This design comes from an exercise in tuning for small area on the open sky130 flow, not from production work.
The RTL was checked by simulation tests, not by an equivalence proof against the original design.

==> inputs of exp/yarrow <==
// regfile_scoreboard
module regfile_scoreboard
#(
  parameter int DATA_W   = regfile_scoreboard_pkg::DATA_W_DEF,
  parameter int ADDR_W   = regfile_scoreboard_pkg::ADDR_W_DEF,
  parameter int ZERO_REG = 1
) (
  input  logic              clk,
  input  logic              rst_n,
  input  logic [ADDR_W-1:0] rd_addr1,
  input  logic [ADDR_W-1:0] rd_addr2,
  output logic [DATA_W-1:0] rd_data1,
  output logic [DATA_W-1:0] rd_data2,
  input  logic              wr_en,
  input  logic [ADDR_W-1:0] wr_addr,
  input  logic [DATA_W-1:0] wr_data,
  input  logic              iss_en,
  input  logic [ADDR_W-1:0] iss_addr,
  output logic              busy1,
  output logic              busy2,
  output logic              stall,
  output logic [ADDR_W:0]   pend_cnt
);
==> module rf_ao222, before the edit <==
module rf_ao222 (
  input  logic s0, d0,
  input  logic s1, d1,
  input  logic s2, d2,
  output logic y_n
);
  assign y_n = ~((s0 & d0) | (s1 & d1) | (s2 & d2));
endmodule
==> module rf_ao22, before the edit <==
module rf_ao22 (
  input  logic s0, d0,
  input  logic s1, d1,
  output logic y_n
);
  assign y_n = ~((s0 & d0) | (s1 & d1));
endmodule
==> module rf_hold, before the edit <==
module rf_hold (
  input  logic we,
  input  logic we_n,
  input  logic d,
  input  logic q,
  output logic y
);
  assign y = (we & d) | (we_n & q);
endmodule
==> module regfile_scoreboard, before the edit <==
module regfile_scoreboard
#(
  parameter int DATA_W   = regfile_scoreboard_pkg::DATA_W_DEF,
  parameter int ADDR_W   = regfile_scoreboard_pkg::ADDR_W_DEF,
  parameter int ZERO_REG = 1
) (
  input  logic              clk,
  input  logic              rst_n,
  input  logic [ADDR_W-1:0] rd_addr1,
  input  logic [ADDR_W-1:0] rd_addr2,
  output logic [DATA_W-1:0] rd_data1,
  output logic [DATA_W-1:0] rd_data2,
  input  logic              wr_en,
  input  logic [ADDR_W-1:0] wr_addr,
  input  logic [DATA_W-1:0] wr_data,
  input  logic              iss_en,
  input  logic [ADDR_W-1:0] iss_addr,
  output logic              busy1,
  output logic              busy2,
  output logic              stall,
  output logic [ADDR_W:0]   pend_cnt
);
  localparam int DEPTH = 2 ** ADDR_W;
  localparam int LO    = (ZERO_REG != 0) ? regfile_scoreboard_pkg::ZERO_IDX + 1 : 0;
  localparam int NT    = DEPTH - LO + 1;
  localparam int NG    = (NT + 2) / 3;
  localparam int CW    = (ZERO_REG != 0) ? ADDR_W : ADDR_W + 1;
  logic [DEPTH-1:0]  wdec, rdec1, rdec2, idec;
  logic [DATA_W-1:0] mem [DEPTH];
  logic [DEPTH-1:0]  vld;
  logic [DEPTH-1:0]  pend;
  logic [CW-1:0]     cnt;
  always_comb begin
    for (int i = 0; i < DEPTH; i++) begin
      wdec[i]  = (i >= LO) && wr_en  && (wr_addr  == ADDR_W'(i));
      idec[i]  = (i >= LO) && iss_en && (iss_addr == ADDR_W'(i));
      rdec1[i] = (i >= LO) && (rd_addr1 == ADDR_W'(i));
      rdec2[i] = (i >= LO) && (rd_addr2 == ADDR_W'(i));
    end
  end
  logic [DEPTH-1:0]  wdec_n;
  logic [DATA_W-1:0] mem_d [DEPTH];
  assign wdec_n = ~wdec;
  for (genvar i = LO; i < DEPTH; i++) begin : g_reg
    for (genvar b = 0; b < DATA_W; b++) begin : g_bit
      rf_hold u_hold (
        .we   (wdec[i]),
        .we_n (wdec_n[i]),
        .d    (wr_data[b]),
        .q    (mem[i][b]),
        .y    (mem_d[i][b])
      );
    end
  end
  always_ff @(posedge clk) begin
    for (int i = LO; i < DEPTH; i++)
      mem[i] <= mem_d[i];
  end
  logic wr_hit1, wr_hit2, iss_hit_wr;    
  logic p_rd1, p_rd2, p_wr, p_iss;       
  assign wr_hit1    = wr_en && (wr_addr == rd_addr1);
  assign wr_hit2    = wr_en && (wr_addr == rd_addr2);
  assign iss_hit_wr = iss_en && (iss_addr == wr_addr);
  assign p_rd1 = |(rdec1 & pend);
  assign p_rd2 = |(rdec2 & pend);
  assign p_wr  = |(wdec & pend);
  assign p_iss = |(idec & pend);
  logic inc, dec;
  assign inc = (|idec) & ~p_iss;
  assign dec = p_wr & ~iss_hit_wr;
  always_ff @(posedge clk) begin
    if (!rst_n) begin
      vld  <= '0;
      pend <= '0;
      cnt  <= '0;
    end else begin
      vld  <= vld | wdec;
      pend <= (pend & ~wdec) | idec;
      cnt  <= cnt + CW'(inc) - CW'(dec);
    end
  end
  assign pend_cnt = (ADDR_W + 1)'(cnt);
  logic [DEPTH-1:0] sel1, sel2;
  logic             byp1, byp2;
  assign sel1 = rdec1 & vld & ~wdec;
  assign sel2 = rdec2 & vld & ~wdec;
  assign byp1 = wr_hit1 && (|rdec1);
  assign byp2 = wr_hit2 && (|rdec2);
  logic [NT-1:0]     ts1, ts2;
  logic [DATA_W-1:0] td [NT];
  always_comb begin
    for (int i = LO; i < DEPTH; i++) begin
      ts1[i-LO] = sel1[i];
      ts2[i-LO] = sel2[i];
      td[i-LO]  = mem[i];
    end
    ts1[NT-1] = byp1;
    ts2[NT-1] = byp2;
    td[NT-1]  = wr_data;
  end
  for (genvar b = 0; b < DATA_W; b++) begin : g_bit
    logic [NG-1:0] n1, n2;   
    for (genvar g = 0; g < NG; g++) begin : g_grp
      if (3*g + 2 < NT) begin : g_3
        rf_ao222 u_p1 (
          .s0 (ts1[3*g]),   .d0 (td[3*g][b]),
          .s1 (ts1[3*g+1]), .d1 (td[3*g+1][b]),
          .s2 (ts1[3*g+2]), .d2 (td[3*g+2][b]),
          .y_n(n1[g])
        );
        rf_ao222 u_p2 (
          .s0 (ts2[3*g]),   .d0 (td[3*g][b]),
          .s1 (ts2[3*g+1]), .d1 (td[3*g+1][b]),
          .s2 (ts2[3*g+2]), .d2 (td[3*g+2][b]),
          .y_n(n2[g])
        );
      end else if (3*g + 1 < NT) begin : g_2
        rf_ao22 u_p1 (
          .s0 (ts1[3*g]),   .d0 (td[3*g][b]),
          .s1 (ts1[3*g+1]), .d1 (td[3*g+1][b]),
          .y_n(n1[g])
        );
        rf_ao22 u_p2 (
          .s0 (ts2[3*g]),   .d0 (td[3*g][b]),
          .s1 (ts2[3*g+1]), .d1 (td[3*g+1][b]),
          .y_n(n2[g])
        );
      end else begin : g_1
        assign n1[g] = ~(ts1[3*g] & td[3*g][b]);
        assign n2[g] = ~(ts2[3*g] & td[3*g][b]);
      end
    end
    assign rd_data1[b] = ~&n1;
    assign rd_data2[b] = ~&n2;
  end
  assign busy1 = p_rd1 & ~wr_hit1;
  assign busy2 = p_rd2 & ~wr_hit2;
  assign stall = busy1 | busy2;
endmodule
export LEC_CHECK = 0
export CAP_MARGIN = 20
export CORE_MARGIN = 2
export CORE_UTILIZATION = 40
export PLACE_DENSITY = 0.75
export SETUP_SLACK_MARGIN = 0.5
export SLEW_MARGIN = 20
export SYNTH_HIERARCHICAL = 1
create_clock -name core_clock -period 7.5 [get_ports {clk}]
standard.sh (not shown) runs the stock make flow with config.mk's settings and CLKGATE_MAP_FILE= SYNTH_SCRIPT=/design/flow/synth_recipe.tcl, a recipe that flattens the netlist after the stock synthesis.
==> flow/flow/run.sh <==
#!/bin/bash
# Own layout flow: the standard ORFS flow (standard.sh) with two changes,
# passed to ORFS through its own environment variables:
#   - clock tree: no dummy loads, clkbuf_16 only, sink clusters of up to 25
#     flip-flops within 70 um (fewer, fuller leaf buffers)
#   - port buffers: every input and output port still gets a buffer, but the
#     plain buf_2 instead of a clkdlybuf4s50_1 delay cell
# The make output goes to flow_make.log in the work folder; each ORFS step
# writes its full log under orfs/logs/.
set -euo pipefail
export CTS_ARGS="-sink_clustering_enable -repair_clock_nets -dont_use_dummy_load -buf_list sky130_fd_sc_hd__clkbuf_16 -sink_clustering_size 25 -sink_clustering_max_diameter 70"
export BUFFER_PORTS_ARGS="-buffer_cell sky130_fd_sc_hd__buf_2"
bash standard.sh > flow_make.log 2>&1
==> inputs of exp/cedar, as changes to exp/yarrow <==
==> flow/design.v (replaced) <==
package regfile_scoreboard_pkg;
  localparam int DATA_W_DEF = 32;
  localparam int ADDR_W_DEF = 5;
  localparam int ZERO_IDX = 0;
endpackage
module rf_scoreboard
#(
  parameter int ADDR_W   = regfile_scoreboard_pkg::ADDR_W_DEF,
  parameter int ZERO_REG = 1
) (
  input  logic              clk,
  input  logic              rst_n,
  input  logic              iss_en,
  input  logic [ADDR_W-1:0] iss_addr,
  input  logic              wr_en,
  input  logic [ADDR_W-1:0] wr_addr,
  input  logic [ADDR_W-1:0] rd_addr1,
  input  logic [ADDR_W-1:0] rd_addr2,
  output logic              busy1,
  output logic              busy2,
  output logic [ADDR_W:0]   pend_cnt
);
  localparam int DEPTH = 2 ** ADDR_W;
  logic [DEPTH-1:0] pend;
  logic [DEPTH-1:0] pend_nxt;
  logic [ADDR_W:0]  cnt_nxt;
  always_comb begin
    pend_nxt = pend;
    if (wr_en)  pend_nxt[wr_addr]  = 1'b0;
    if (iss_en) pend_nxt[iss_addr] = 1'b1;
    if (ZERO_REG != 0) pend_nxt[regfile_scoreboard_pkg::ZERO_IDX] = 1'b0;
  end
  always_comb begin
    cnt_nxt = '0;
    for (int i = 0; i < DEPTH; i++) begin
      cnt_nxt = cnt_nxt + {{ADDR_W{1'b0}}, pend_nxt[i]};
    end
  end
  always_ff @(posedge clk) begin
    if (!rst_n) begin
      pend     <= '0;
      pend_cnt <= '0;
    end else begin
      pend     <= pend_nxt;
      pend_cnt <= cnt_nxt;
    end
  end
  assign busy1 = pend[rd_addr1] & ~(wr_en & (wr_addr == rd_addr1));
  assign busy2 = pend[rd_addr2] & ~(wr_en & (wr_addr == rd_addr2));
endmodule
module regfile_scoreboard
#(
  parameter int DATA_W   = regfile_scoreboard_pkg::DATA_W_DEF,
  parameter int ADDR_W   = regfile_scoreboard_pkg::ADDR_W_DEF,
  parameter int ZERO_REG = 1
) (
  input  logic              clk,
  input  logic              rst_n,
  input  logic [ADDR_W-1:0] rd_addr1,
  input  logic [ADDR_W-1:0] rd_addr2,
  output logic [DATA_W-1:0] rd_data1,
  output logic [DATA_W-1:0] rd_data2,
  input  logic              wr_en,
  input  logic [ADDR_W-1:0] wr_addr,
  input  logic [DATA_W-1:0] wr_data,
  input  logic              iss_en,
  input  logic [ADDR_W-1:0] iss_addr,
  output logic              busy1,
  output logic              busy2,
  output logic              stall,
  output logic [ADDR_W:0]   pend_cnt
);
  localparam int DEPTH = 2 ** ADDR_W;
  localparam logic [ADDR_W-1:0] ZERO_ADDR = ADDR_W'(regfile_scoreboard_pkg::ZERO_IDX);
  logic [DATA_W-1:0] mem [DEPTH];
  logic              wr_ok;
  assign wr_ok = wr_en && !((ZERO_REG != 0) && (wr_addr == ZERO_ADDR));
  always_ff @(posedge clk) begin
    if (!rst_n) begin
      for (int i = 0; i < DEPTH; i++) mem[i] <= '0;
    end else if (wr_ok) begin
      mem[wr_addr] <= wr_data;
    end
  end
  always_comb begin
    rd_data1 = mem[rd_addr1];
    if (wr_en && (wr_addr == rd_addr1))                    rd_data1 = wr_data;
    if ((ZERO_REG != 0) && (rd_addr1 == ZERO_ADDR))        rd_data1 = '0;
  end
  always_comb begin
    rd_data2 = mem[rd_addr2];
    if (wr_en && (wr_addr == rd_addr2))                    rd_data2 = wr_data;
    if ((ZERO_REG != 0) && (rd_addr2 == ZERO_ADDR))        rd_data2 = '0;
  end
  rf_scoreboard #(
    .ADDR_W   (ADDR_W),
    .ZERO_REG (ZERO_REG)
  ) u_sb (
    .clk      (clk),
    .rst_n    (rst_n),
    .iss_en   (iss_en),
    .iss_addr (iss_addr),
    .wr_en    (wr_en),
    .wr_addr  (wr_addr),
    .rd_addr1 (rd_addr1),
    .rd_addr2 (rd_addr2),
    .busy1    (busy1),
    .busy2    (busy2),
    .pend_cnt (pend_cnt)
  );
  assign stall = busy1 | busy2;
endmodule
==> flow/run.sh (new file) <==
#!/bin/bash
# synth_recipe.tcl (not shown) runs the flow's synth.tcl, then flattens the netlist and writes it again
# the make line also repeats each setting of config.mk as NAME=value (left out here)
make -C /OpenROAD-flow-scripts/flow DESIGN_CONFIG=/design/flow/config.mk WORK_HOME=/design/flow/orfs CLKGATE_MAP_FILE= SYNTH_SCRIPT=/design/flow/synth_recipe.tcl finish
Settings changed: PLACE_DENSITY 0.75 to 0.6, SETUP_SLACK_MARGIN 0.5 to not set, SYNTH_HIERARCHICAL 1 to not set.
removed: flow/flow/run.sh
removed: flow/standard.sh
==> inputs of exp/xenon, as changes to exp/yarrow <==
--- a/flow/design.v
+++ b/flow/design.v
@@ -19,11 +19,2 @@
   assign y_n = ~((s0 & d0) | (s1 & d1));
-endmodule
-module rf_hold (
-  input  logic we,
-  input  logic we_n,
-  input  logic d,
-  input  logic q,
-  output logic y
-);
-  assign y = (we & d) | (we_n & q);
 endmodule
@@ -69,32 +60,9 @@
   end
-  logic [DEPTH-1:0]  wdec_n;
-  logic [DATA_W-1:0] mem_d [DEPTH];
-  assign wdec_n = ~wdec;
-  for (genvar i = LO; i < DEPTH; i++) begin : g_reg
-    for (genvar b = 0; b < DATA_W; b++) begin : g_bit
-      rf_hold u_hold (
-        .we   (wdec[i]),
-        .we_n (wdec_n[i]),
-        .d    (wr_data[b]),
-        .q    (mem[i][b]),
-        .y    (mem_d[i][b])
-      );
-    end
-  end
   always_ff @(posedge clk) begin
     for (int i = LO; i < DEPTH; i++)
-      mem[i] <= mem_d[i];
+      if (wdec[i]) mem[i] <= wr_data;
   end
-  logic wr_hit1, wr_hit2, iss_hit_wr;    
-  logic p_rd1, p_rd2, p_wr, p_iss;       
-  assign wr_hit1    = wr_en && (wr_addr == rd_addr1);
-  assign wr_hit2    = wr_en && (wr_addr == rd_addr2);
-  assign iss_hit_wr = iss_en && (iss_addr == wr_addr);
-  assign p_rd1 = |(rdec1 & pend);
-  assign p_rd2 = |(rdec2 & pend);
-  assign p_wr  = |(wdec & pend);
-  assign p_iss = |(idec & pend);
   logic inc, dec;
-  assign inc = (|idec) & ~p_iss;
-  assign dec = p_wr & ~iss_hit_wr;
+  assign inc = |(idec & ~pend);
+  assign dec = |(wdec & pend & ~idec);
   always_ff @(posedge clk) begin
@@ -115,4 +83,4 @@
   assign sel2 = rdec2 & vld & ~wdec;
-  assign byp1 = wr_hit1 && (|rdec1);
-  assign byp2 = wr_hit2 && (|rdec2);
+  assign byp1 = |(rdec1 & wdec);
+  assign byp2 = |(rdec2 & wdec);
   logic [NT-1:0]     ts1, ts2;
@@ -164,4 +132,4 @@
   end
-  assign busy1 = p_rd1 & ~wr_hit1;
-  assign busy2 = p_rd2 & ~wr_hit2;
+  assign busy1 = |(rdec1 & pend & ~wdec);
+  assign busy2 = |(rdec2 & pend & ~wdec);
   assign stall = busy1 | busy2;
==> flow/flow/run.sh (replaced) <==
#!/bin/bash
# Own layout flow: the standard ORFS flow (standard.sh) with three changes,
# passed to ORFS through its own environment variables:
#   - clock tree: no dummy loads, clkbuf_16 only, sink clusters of up to 30
#     flip-flops within 80 um (fewer, fuller leaf buffers)
#   - port buffers: every input and output port still gets a buffer, but the
#     plain buf_1 instead of a clkdlybuf4s50_1 delay cell
#   - power recovery after global routing (downsizes cells with slack)
# The make output goes to flow_make.log in the work folder; each ORFS step
# writes its full log under orfs/logs/.
set -euo pipefail
export CTS_ARGS="-sink_clustering_enable -repair_clock_nets -dont_use_dummy_load -buf_list sky130_fd_sc_hd__clkbuf_16 -sink_clustering_size 30 -sink_clustering_max_diameter 80"
export BUFFER_PORTS_ARGS="-buffer_cell sky130_fd_sc_hd__buf_1"
export RECOVER_POWER=100
bash standard.sh > flow_make.log 2>&1
Settings changed: PLACE_DENSITY 0.75 to 0.6, SETUP_SLACK_MARGIN 0.5 to not set.
==> impl_metrics.ini <==
[status]
status = no timing/DRC/antenna violations

[grt]
use_met2_pct = 45.44

[die]
initial_core_util_pct = 40.37

[power_and_ir_drop]
power.total_uw = 14780
power_switching_uw = 3986

[routing]
wl_met1_um = 87800
drt-total-wl_um = 235400

[synth]
yosysTopAreaCellShare_pct = 52.20

[setup_path]
path_max_fanout = 3
cp_top_family = adder cells

[timing]
hold_ws_ns = 0.5619

[clock_network]
clk_latency_ns = 0.74
the above is filed under exp/cedar

==> impl_metrics.ini <==
[status]
status = failed layout checks
so.violations = capacitance limit, slew limit

[clock_network]
clk_latency_ns = 0.66

[timing]
finalMaxSlewViolations = 1309

[power_and_ir_drop]
power_switching_uw = 2178
power.total_uw = 9974

[job]
cap_violations = 39

[synth]
yosysTopAreaCellShare_pct = 68.40

[routing]
drt-total-wl_um = 182500

[die]
initial_core_util_pct = 40.17
the above is filed under exp/xenon

==> impl_metrics.ini <==
[clock_network]
cts-buffers-inserted = 55
clk_latency_ns = 0.62

[synth]
yosysTopAreaCellShare_pct = 50.42

[power_and_ir_drop]
power.total_uw = 12000
power_switching_uw = 3254

[setup_path]
path_max_fanout = 34
cp_top_family = simple AND/OR/NAND/NOR gates

[routing]
drt-total-wl_um = 194700
wl_met1_um = 67320

[grt]
use_met2_pct = 46.22

[timing]
hold_ws_ns = 0.4704

[status]
status = no timing/DRC/antenna violations

[die]
initial_core_util_pct = 40.46
the above is filed under exp/yarrow

-- what the ideal ports hide --
In the flow no input, the clock included, has a driving cell. The finished layouts below were timed again as built, in two steps.
Step 1, drivers: a clkbuf_16 drives clk and a buf_2 each remaining input, both assumed.
Step 2 adds t to the input delays and takes it off the output delays; t is the mean of the earliest and latest rising clock arrival at the registers after step 1. Input paths then give back, and output paths get back, about the clock's delay inside the block.
a / b / c = ideal ports / drivers / drivers and shift; a / b = the first two.
| run | shift t [ns] | setup slack, ns | worst setup path after step 2 | latest minus earliest clock arrival (ns) |
|---|---|---|---|---|
| exp/yarrow | 0.712 | 0.607 / 0.489 / 0.489 | input to output | 0.147 / 0.147 |
| exp/cedar | 0.829 | 0.274 / 0.318 / -0.511 | input to register | 0.048 / 0.048 |
| exp/xenon | 0.713 | 0.393 / 0.432 / -0.277 | input to register | 0.066 / 0.066 |
The setup slack of exp/cedar, which loses most, moves by +0.044 ns with the drivers and by -0.785 ns with both steps.
